This is an optimization exercise on Yosys and OpenROAD, whose aim is small area, not a production implementation. Only simulation tests tie the RTL to the original design; equivalence was not proved. Power and IR drop assume default switching activity.

Design fpu_lanes, start of the top module:
module fpu_lanes (
  input  logic         clk,
  input  logic         rst,
  input  logic [145:0] issue0,
  input  logic [145:0] issue1,
  input  logic [127:0] ext_bus,    
  input  logic [2:0]   fpcsr,
  output logic [70:0]  res0,
  output logic [73:0]  res1
);
==> flow/config.mk <==
export PLATFORM = sky130hd
export DESIGN_NAME = fpu_lanes
export DESIGN_NICKNAME = fpu_lanes
export VERILOG_FILES = /design/flow/design.v
export SDC_FILE = /design/flow/constraint.sdc
export NUM_CORES = 4
export LEC_CHECK = 0
export CAP_MARGIN = 20
export CORE_MARGIN = 2
export CORE_UTILIZATION = 30
export CTS_BUF_LIST = sky130_fd_sc_hd__clkbuf_16
export CTS_CLUSTER_DIAMETER = 120
export CTS_CLUSTER_SIZE = 24
export PLACE_DENSITY = 0.45
export SLEW_MARGIN = 20
export SYNTH_HIERARCHICAL = 1
==> flow/constraint.sdc <==
create_clock -name core_clock -period 5.5 [get_ports {clk}]
set_input_delay 1.1000 -clock core_clock [delete_from_list [all_inputs] [get_ports {clk}]]
set_output_delay 1.1000 -clock core_clock [all_outputs]
set_load 0.01 [all_outputs]
standard.sh (not shown) runs the stock make flow with config.mk's settings and CLKGATE_MAP_FILE= SYNTH_SCRIPT=/design/flow/synth_recipe.tcl, a recipe that flattens the netlist after the stock synthesis.
==> flow/flow/run.sh <==
#!/bin/bash
# The standard layout (standard.sh, ORFS from synthesis to the final layout) with
# three changes to how cells are added around the design's own logic:
#  - port buffers use the smallest buffer cell (sky130_fd_sc_hd__buf_1)
#  - the tie cells from synthesis are not copied once per load
#  - clock tree: clkbuf_16 only, sink clusters of up to 24 within 120 um, no dummy loads
set -euo pipefail
export BUFFER_PORTS_ARGS="-buffer_cell sky130_fd_sc_hd__buf_1"
export SKIP_REPAIR_TIE_FANOUT=1
export CTS_ARGS="-sink_clustering_enable -repair_clock_nets -dont_use_dummy_load -buf_list sky130_fd_sc_hd__clkbuf_16 -sink_clustering_size 24 -sink_clustering_max_diameter 120"
bash standard.sh > standard.log 2>&1
The starting point finished with timing, DRC and antenna clean.
Next try:
--- a/flow/flow/run.sh
+++ b/flow/flow/run.sh
@@ -6 +6 @@
-#  - clock tree: clkbuf_16 only, sink clusters of up to 24 within 120 um, no dummy loads
+#  - clock tree: clkbuf_16 only, sink clusters of up to 20 within 100 um, no dummy loads
@@ -10 +10 @@
-export CTS_ARGS="-sink_clustering_enable -repair_clock_nets -dont_use_dummy_load -buf_list sky130_fd_sc_hd__clkbuf_16 -sink_clustering_size 24 -sink_clustering_max_diameter 120"
+export CTS_ARGS="-sink_clustering_enable -repair_clock_nets -dont_use_dummy_load -buf_list sky130_fd_sc_hd__clkbuf_16 -sink_clustering_size 20 -sink_clustering_max_diameter 100"
Settings changed: CORE_UTILIZATION 30 to 36, CTS_CLUSTER_DIAMETER 120 to 100, CTS_CLUSTER_SIZE 24 to 20, PLACE_DENSITY 0.45 to 0.5.
After rerunning: The new run passed the timing, design-rule and antenna checks. Final cell count goes down by a few percent. Count of clock-buffer cells in the layout rose by 3. Worst hold slack is worse by 0.022 ns. Cell area hardly moves.
Next try:
Settings changed: CORE_UTILIZATION 36 to 30, PLACE_DENSITY 0.5 to 0.45.
=> The changed run passed the timing, design-rule and antenna checks; total power went up slightly; final area is higher slightly; global-route usage falls by 4.1 points; hold slack gains 0.015 ns; die area goes up by about a fifth; sequential power hardly moves; synthesized area does not change; setup slack gets better by 0.035 ns; routed wire length came out higher by a few percent; clock-buffer cell count came out higher by 1.

---

Setup of before:
Another version of the RTL of fpu_lanes (not shown whole).
Size: ~1600 cells after synthesis, ~360 flip-flops, about 570 I/O pins, about 17000 um^2 of cells after synthesis.
## fpu_lanes
module fpu_lanes (
  input  logic         clk,
  input  logic         rst,
  input  logic [145:0] issue0,
  input  logic [145:0] issue1,
  input  logic [127:0] ext_bus,    
  input  logic [2:0]   fpcsr,
  output logic [70:0]  res0,
  output logic [73:0]  res1
);
  logic [63:0]  p0_data;      
  logic [5:0]   p0_tag;
  logic         p0_valid;
  logic [63:0]  r0_data;      
  logic [5:0]   r0_tag;
  logic         r0_valid;
  logic [63:0]  r0_prev;      
  logic [1:0]   c1_ord;       
  logic         c1_dazeq;     
  logic         c1_inv;
  logic         c1_den;       
  logic [5:0]   c1_tag;
  logic         c1_valid;
  logic [1:0]   r1_ord;       
  logic [1:0]   r1_flags;
  logic         r1_excpt;
  logic [5:0]   r1_tag;
  logic         r1_valid;
  logic [1:0]   r1_prev;      
  logic [127:0] ext_prev;     
  logic [3:0]   b1_now;       
  logic [3:0]   b1_prev;
  assign b1_now  = 4'b0001 << r1_ord;
  assign b1_prev = 4'b0001 << r1_prev;
  assign res0 = {r0_valid, r0_tag, r0_data};
  assign res1 = {r1_valid, r1_tag, 60'd0, b1_now, r1_flags, r1_excpt};
  logic [63:0] a0;
  logic [63:0] b0;
  logic [31:0] a1;
  logic [31:0] b1;
  operand_forward #(.W(64)) u_fwd_a0 (
    .reg_val (issue0[135:72]), .sel (issue0[7:4]),
    .now0 (r0_data), .now2 (ext_bus[63:0]), .now3 (ext_bus[127:64]),
  ...
clock: 5.5 ns
lec_check: 0
cap_margin: 20
core_margin: 2
core_utilization: 30
cts_buf_list: sky130_fd_sc_hd__clkbuf_16
cts_cluster_diameter: 100
cts_cluster_size: 20
place_density: 0.45
slew_margin: 20
synth_hierarchical: 1
==> flow/flow/run.sh <==
#!/bin/bash
# The standard layout, with the port buffers made from the smallest buffer cell
# (sky130_fd_sc_hd__buf_1) instead of the resizer's default pick
set -euo pipefail
export BUFFER_PORTS_ARGS="-buffer_cell sky130_fd_sc_hd__buf_1"
bash standard.sh > standard.log 2>&1
Inputs modified between before and after:
==> flow/flow/run.sh <==
#!/bin/bash
# The standard layout (standard.sh, ORFS from synthesis to the final layout) with
# three changes to how cells are added around the design's own logic:
#  - port buffers use the smallest buffer cell (sky130_fd_sc_hd__buf_1)
#  - the tie cells from synthesis are not copied once per load
#  - clock tree: clkbuf_16 only, sink clusters of up to 20 within 100 um, no dummy loads
set -euo pipefail
export BUFFER_PORTS_ARGS="-buffer_cell sky130_fd_sc_hd__buf_1"
export SKIP_REPAIR_TIE_FANOUT=1
export CTS_ARGS="-sink_clustering_enable -repair_clock_nets -dont_use_dummy_load -buf_list sky130_fd_sc_hd__clkbuf_16 -sink_clustering_size 20 -sink_clustering_max_diameter 100"
bash standard.sh > standard.log 2>&1
Findings:
Relative to before, the post-route non-filler standard cell count of after is lower by about 4.6%.
after and before ended up with nearly the same total half-perimeter wirelength after legalization and detailed placement.
Summary: with before as the reference, achievable frequency in after moved down by a few percent.
Re total wire length: after and before aren't equal, and the lower value belongs to before.
| worst setup slack | after vs before | 140 ps lower |
[compare] base=before new=after: clock network power share has decreased, cell area after layout now smaller, wire length of the first global-routing pass increased by 1600 um relative to the old numbers, switching power as a share of total power stayed essentially flat.

[port drivers added, routing unchanged]
The flow's constraints put no driver on any port. The routed layouts listed below were extracted and timed again, unchanged, in two steps.
Step 1 assumes that a clkbuf_16 drives the clock port and a buf_2 every other input.
Step 2 times the ports against the registers' clock, not the clock port: input delays grow and output delays shrink by t, the midpoint of the rising clock arrivals with the driver on.
Three values: ideal ports, drivers, drivers and shift; two values: the first two.
run	t, ns	setup slack, ns	clock arrival spread, ns	worst slew at a driven data input, ns	pins driven straight from the clock port
the first run of note 1	0.609	1.510 / 1.545 / 0.936	0.038 / 0.038	0.10	1
the second run of note 1	0.607	1.454 / 1.488 / 0.881	0.031 / 0.030	0.10	1
the third run of note 1	0.613	1.489 / 1.517 / 0.904	0.050 / 0.049	0.10	1
before	0.636	1.519 / 1.555 / 0.919	0.025 / 0.024	0.10	1
after	0.618	1.382 / 1.406 / 0.788	0.053 / 0.052	0.09	1
After both steps every run listed still meets setup and hold. The setup slack of before, which loses most, moves by +0.036 ns with the drivers and by -0.600 ns with both steps.
